Source: an optimization exercise on an open RTL-to-GDS flow (aim: small area, a short achievable clock period and few clock cycles). Production flows keep margins and buffers that such runs may drop.
The RTL was checked by simulation tests, not by an equivalence proof against the original design.
Power and IR drop assume default switching activity.

## JK
// bmp_pixel_stream_blitter_core
module bmp_pixel_stream_blitter_core (
  input  logic        clk,
  input  logic        rst,
  input  logic        pixels_valid,
  output logic        pixels_ready,
  input  logic [7:0]  pixels_pixel_byte,
  input  logic        pixels_image_start,
  output logic        writes_valid,
  input  logic        writes_ready,
  output logic [25:0] writes_write_address,
  output logic [31:0] writes_write_data,
  output logic        writes_final_write,
  input  logic        cfg_write,
  input  logic [2:0]  cfg_index,
  input  logic [19:0] cfg_data
);
Size: roughly 280 flip-flops, ~16000 um2 of cells after synthesis.
export LEC_CHECK = 0
export CAP_MARGIN = 20
export CORE_MARGIN = 2
export CORE_UTILIZATION = 40
export CTS_BUF_LIST = sky130_fd_sc_hd__clkbuf_8
export CTS_CLUSTER_SIZE = 30
export SETUP_SLACK_MARGIN = 4.8
export SLEW_MARGIN = 20
create_clock -name core_clock -period 8.0 [get_ports {clk}]
run.sh (not shown) runs the stock make flow with config.mk's settings and CLKGATE_MAP_FILE= SYNTH_SCRIPT=/design/flow/synth_recipe.tcl, a recipe that flattens the netlist after the stock synthesis.
Testbench counts of JK, summed over its fixed seeds: cycles 38,607.
The following lists how MS was set up differently from JK:
-- flow/design.v --
<<< JK, line 129
  logic        busy;       
  logic        m_w;        
  logic        m_h;        
  logic        m_x;        
>>> MS, line 129
  logic        busy;       
  logic        m_w;        
  logic        m_w2;       
  logic        m_h;        
  logic        m_x;        
<<< JK, line 171
  logic        row_end;
  logic        img_end;
  assign col_inc = {1'b0, col} + 13'd1;
  assign row_inc = {1'b0, row} + 14'd1;
  always_ff @(posedge clk) begin
    row_end <= col_inc >= c_w;
    img_end <= row_inc >= {1'b0, c_h};
  end
  logic [1:0] pos_n;
>>> MS, line 172
  logic        row_end;
  logic        img_end;
  bpsb_add #(.W(13)) u_cinc (.a({1'b0, col}), .b(13'd0), .ci(1'b1), .s(col_inc));
  bpsb_add #(.W(14)) u_rinc (.a({1'b0, row}), .b(14'd0), .ci(1'b1), .s(row_inc));
  logic [13:0] cw_d;
  logic [13:0] ch_d;
  bpsb_add #(.W(14)) u_cwc (.a({1'b0, col_inc}), .b({1'b1, ~c_w}), .ci(1'b1), .s(cw_d));
  bpsb_add #(.W(14)) u_chc (.a(row_inc), .b({1'b1, ~c_h}), .ci(1'b1), .s(ch_d));
  always_ff @(posedge clk) begin
    row_end <= !cw_d[13];
    img_end <= !ch_d[13];
  end
  logic [1:0] pos_n;
<<< JK, line 292
  logic        upd;
  assign yr = phb ? row : 13'd0;
  logic [14:0] yo2;
  logic [14:0] yh2;
  logic [14:0] yr2;
  logic [14:0] ys;
  logic [14:0] yc;
  assign yo2 = {3'd0, c_yo};
  assign yh2 = c_neg ? 15'd0 : {2'd0, c_h};
  assign yr2 = c_neg ? {2'd0, yr} : {2'b11, ~yr};
  assign ys = yo2 ^ yh2 ^ yr2;
  assign yc = (yo2 & yh2) | (yo2 & yr2) | (yh2 & yr2);
  bpsb_add #(.W(15)) u_yadd (.a(ys), .b({yc[13:0], 1'b0}), .ci(1'b0), .s(y));
  always_ff @(posedge clk) begin
    y_r <= y;
    pbit <= c_pitch[m_w ? 4'd12 : (cnt - 4'd1)];
  end
  logic sel_y, sel_x, sel_c, sel_p;
>>> MS, line 297
  logic        upd;
  assign yr = phb ? row : 13'd0;
  logic [12:0] ya;
  bpsb_add #(.W(13)) u_ya (.a({1'b0, c_yo}), .b(c_neg ? 13'd0 : c_h), .ci(1'b0), .s(ya));
  bpsb_add #(.W(15)) u_yb (.a(y_r), .b(c_neg ? {2'd0, yr} : {2'b11, ~yr}), .ci(1'b0), .s(y));
  always_ff @(posedge clk) begin
    if (m_w) y_r <= {2'd0, ya};
    else if (m_w2) y_r <= y;
    pbit <= c_pitch[m_w2 ? 4'd12 : (cnt - 4'd1)];
  end
  logic sel_y, sel_x, sel_c, sel_p;
<<< JK, line 324
      busy <= 1'b0;
      m_w <= 1'b0;
      m_h <= 1'b0;
      m_x <= 1'b0;
>>> MS, line 322
      busy <= 1'b0;
      m_w <= 1'b0;
      m_w2 <= 1'b0;
      m_h <= 1'b0;
      m_x <= 1'b0;
<<< JK, line 329
      busy <= 1'b1;
      m_w <= 1'b1;
      m_h <= 1'b0;
      m_x <= 1'b0;
>>> MS, line 328
      busy <= 1'b1;
      m_w <= 1'b1;
      m_w2 <= 1'b0;
      m_h <= 1'b0;
      m_x <= 1'b0;
<<< JK, line 335
      busy <= 1'b0;
      m_w <= 1'b0;
      m_h <= 1'b0;
      m_x <= 1'b0;
>>> MS, line 335
      busy <= 1'b0;
      m_w <= 1'b0;
      m_w2 <= 1'b0;
      m_h <= 1'b0;
      m_x <= 1'b0;
<<< JK, line 341
      rb <= '0;
      m_w <= 1'b0;
      m_h <= 1'b1;
      cnt <= 4'd12;
>>> MS, line 342
      rb <= '0;
      m_w <= 1'b0;
      m_w2 <= 1'b1;
    end else if (m_w2) begin
      m_w2 <= 1'b0;
      m_h <= 1'b1;
      cnt <= 4'd12;
## What came out
- Compared with JK, in MS number of nets in the final layout increased 42; total global routing track utilization increased 0.45 points.
- Cmp MS vs JK: number of cells produced by synthesis higher in MS
- For layout cell share with drive strength beyond 1, MS and JK come out practically identical.
- Lower count of clock buffers in the final design was reported by JK, not MS.
- From JK to MS the numbers moved as follows: routed via count divided by cell count rose by 0.069; flip-flop and latch count went up; met2 routing resource usage after global routing climbed 1.2 points.
Testbench counts of MS, summed over its fixed seeds: cycles 38,680.

========
Another version of the RTL of bmp_pixel_stream_blitter_core (not shown whole).
Size in the first run: ~270 flip-flops, about 98 I/O pins, about 14,000 um^2 of cells after synthesis.
Design bmp_pixel_stream_blitter_core, start of the top module:
module bmp_pixel_stream_blitter_core (
  input  logic        clk,
  input  logic        rst,
  input  logic        pixels_valid,
  output logic        pixels_ready,
  input  logic [7:0]  pixels_pixel_byte,
  input  logic        pixels_image_start,
  output logic        writes_valid,
  input  logic        writes_ready,
  output logic [25:0] writes_write_address,
  output logic [31:0] writes_write_data,
  output logic        writes_final_write,
  input  logic        cfg_write,
  input  logic [2:0]  cfg_index,
  input  logic [19:0] cfg_data
);
export LEC_CHECK = 0
export CAP_MARGIN = 20
export CORE_MARGIN = 2
export CORE_UTILIZATION = 35
export CTS_BUF_LIST = sky130_fd_sc_hd__clkbuf_16
export CTS_CLUSTER_DIAMETER = 100
export CTS_CLUSTER_SIZE = 20
export SETUP_SLACK_MARGIN = 4.8
export SLEW_MARGIN = 20
create_clock -name core_clock -period 8.0 [get_ports {clk}]
standard.sh (not shown) runs the stock make flow with config.mk's settings and CLKGATE_MAP_FILE= SYNTH_SCRIPT=/design/flow/synth_recipe.tcl, a recipe that flattens the netlist after the stock synthesis.
==> flow/flow/run.sh <==
#!/bin/bash
# The standard layout, with the smallest buffer on every input and output
# port (ORFS picks a delay cell there by default). Each tool's output goes
# to the logs ORFS writes under orfs/logs/; the whole run is also kept in
# flow_run.log.
set -euo pipefail
export BUFFER_PORTS_ARGS="-buffer_cell sky130_fd_sc_hd__buf_1"
bash standard.sh > flow_run.log 2>&1
The baseline completed with no timing, DRC or antenna violations.
Testbench counts at the start, summed over its fixed seeds: cycles 38,979.
==> next run, changes <==
--- a/flow/design.v
+++ b/flow/design.v
@@ -205,14 +205,25 @@
     end
   end
   always_ff @(posedge clk) begin
     pos <= pos_n;
     pad <= pad_n;
     idle <= idle_n;
-    col <= (col & {12{!(start || is_comp)}}) | (col_inc[11:0] & {12{is_comp && !row_end}});
-    row <= (row & {13{!(start || (is_comp && row_end))}}) | (row_inc[12:0] & {13{is_comp && row_end}});
+    if (accept) begin
+      if (pixels_image_start) begin
+        col <= '0;
+        row <= '0;
+      end else if (!ns_pad && !ns_data && ns_comp) begin
+        if (row_end) begin
+          col <= '0;
+          row <= row_inc[12:0];
+        end else begin
+          col <= col_inc[11:0];
+        end
+      end
+    end
   end
   always_ff @(posedge clk) begin
     if (start ? !s_idle : is_data) begin
       case (start ? 2'd0 : pos)
         2'd0: raw0 <= pixels_pixel_byte;
         2'd1: raw1 <= pixels_pixel_byte;
Result:
- The new run ran to the end with no violations
- total power came out higher by 6.9%
- cell area barely changes
- combinational power increases by 51%
- sequential power is higher by about 3%
- utilization came out lower by 0.18 points
Testbench counts after the change, summed over its fixed seeds: cycles 38,979.

========
main:
RTL: one of the versions met above, not the one the previous note started from.
Size: ~1700 cells after synthesis, ~270 flip-flops, roughly 0.014 mm² of cells after synthesis.
Settings: LEC_CHECK=0, CAP_MARGIN=20, CORE_MARGIN=2, CORE_UTILIZATION=40, CTS_BUF_LIST=sky130_fd_sc_hd__clkbuf_16, CTS_CLUSTER_DIAMETER=100, CTS_CLUSTER_SIZE=20, SETUP_SLACK_MARGIN=4.8, SLEW_MARGIN=20; clock period 8.0 ns.
Scripts as last shown in full above: flow/flow/run.sh
Testbench counts of main, summed over its fixed seeds: cycles 38,979.
diff inputs: main => the feature branch
--- a/flow/design.v
+++ b/flow/design.v
@@ -251,22 +251,20 @@
       2'd2: sh_amt = c_sh[14:10];
       default: sh_amt = c_sh[19:15];
     endcase
   end
   assign sh_in = lim_eq ? pixels_pixel_byte : held;
   assign placed = {24'd0, sh_in} << sh_amt;
   assign place_new = out_free && (start ? (!s_idle && kz && lim_eq) : (is_data && lim_eq));
   assign place_old = out_free && k_lt && !start;
-  logic wd_en;
-  logic wd_keep;
-  assign wd_en = is_comp || place_new || place_old;
-  assign wd_keep = !(wd_en && kz);
   always_ff @(posedge clk) begin
-    wdata <= (wdata & {32{wd_keep}}) | (placed & {32{wd_en}});
+    if (is_comp || place_new || place_old) begin
+      wdata <= (kz ? 32'd0 : wdata) | placed;
+    end
   end
   logic [1:0] k_n;
   always_comb begin
     if (rst || cfg_write || is_comp) begin
       k_n = '0;
     end else if (place_new || place_old) begin
       k_n = k + 2'd1;
     end else if (start) begin
Notes after the runs:
The area enclosed by the die boundary number comes out higher for the feature branch vs main. Non-clock buffer count shrinks by a little under 10% when moving from main to the feature branch. The feature branch — sequential element share of the synthesized area 0.42 points higher, main as reference. The feature branch finished all stages; the layout is clean. The feature branch vs. main: wire length of the first global-routing pass climbed 1.2%; via count stayed essentially flat.
Testbench counts of the feature branch, summed over its fixed seeds: cycles 38,979.

[static timing again, ports no longer ideal]
Ports are ideal in the flow. The routed layouts listed here were re-timed in OpenROAD. Step 1 (the two cells are an assumption about what drives the block):
set clk [get_ports {clk}]
set_driving_cell -lib_cell sky130_fd_sc_hd__clkbuf_16 $clk
set_driving_cell -lib_cell sky130_fd_sc_hd__buf_2 [delete_from_list [all_inputs] $clk]
Step 2 moves the port delays by t, midway between the first and last clock arrival at a register: inputs arrive t later, outputs are due t later. That takes back most of the time a late clock gives input paths. Slacks: ideal ports / drivers / drivers and shift; pairs: ideal ports / drivers.
| run | t (ns) | setup WS [ns] | clock arrival spread, ns | worst slew at a driven data input, ns |
|---|---|---|---|---|
| JK | 0.669 | 4.551 / 4.551 / 4.171 | 0.034 / 0.034 | 0.06 |
| MS | 0.671 | 4.835 / 4.806 / 4.187 | 0.029 / 0.029 | 0.08 |
| the first run of note 2 | 0.558 | 4.605 / 4.605 / 4.243 | 0.038 / 0.037 | 0.09 |
| the second run of note 2 | 0.578 | 4.874 / 4.874 / 4.317 | 0.031 / 0.031 | 0.05 |
| main | 0.554 | 4.744 / 4.762 / 4.208 | 0.039 / 0.039 | 0.09 |
| the feature branch | 0.563 | 4.833 / 4.833 / 4.298 | 0.012 / 0.012 | 0.07 |
After both steps setup and hold are still met in every run listed. The setup slack of MS, which loses most, moves by -0.029 ns with the drivers and by -0.648 ns with both steps.
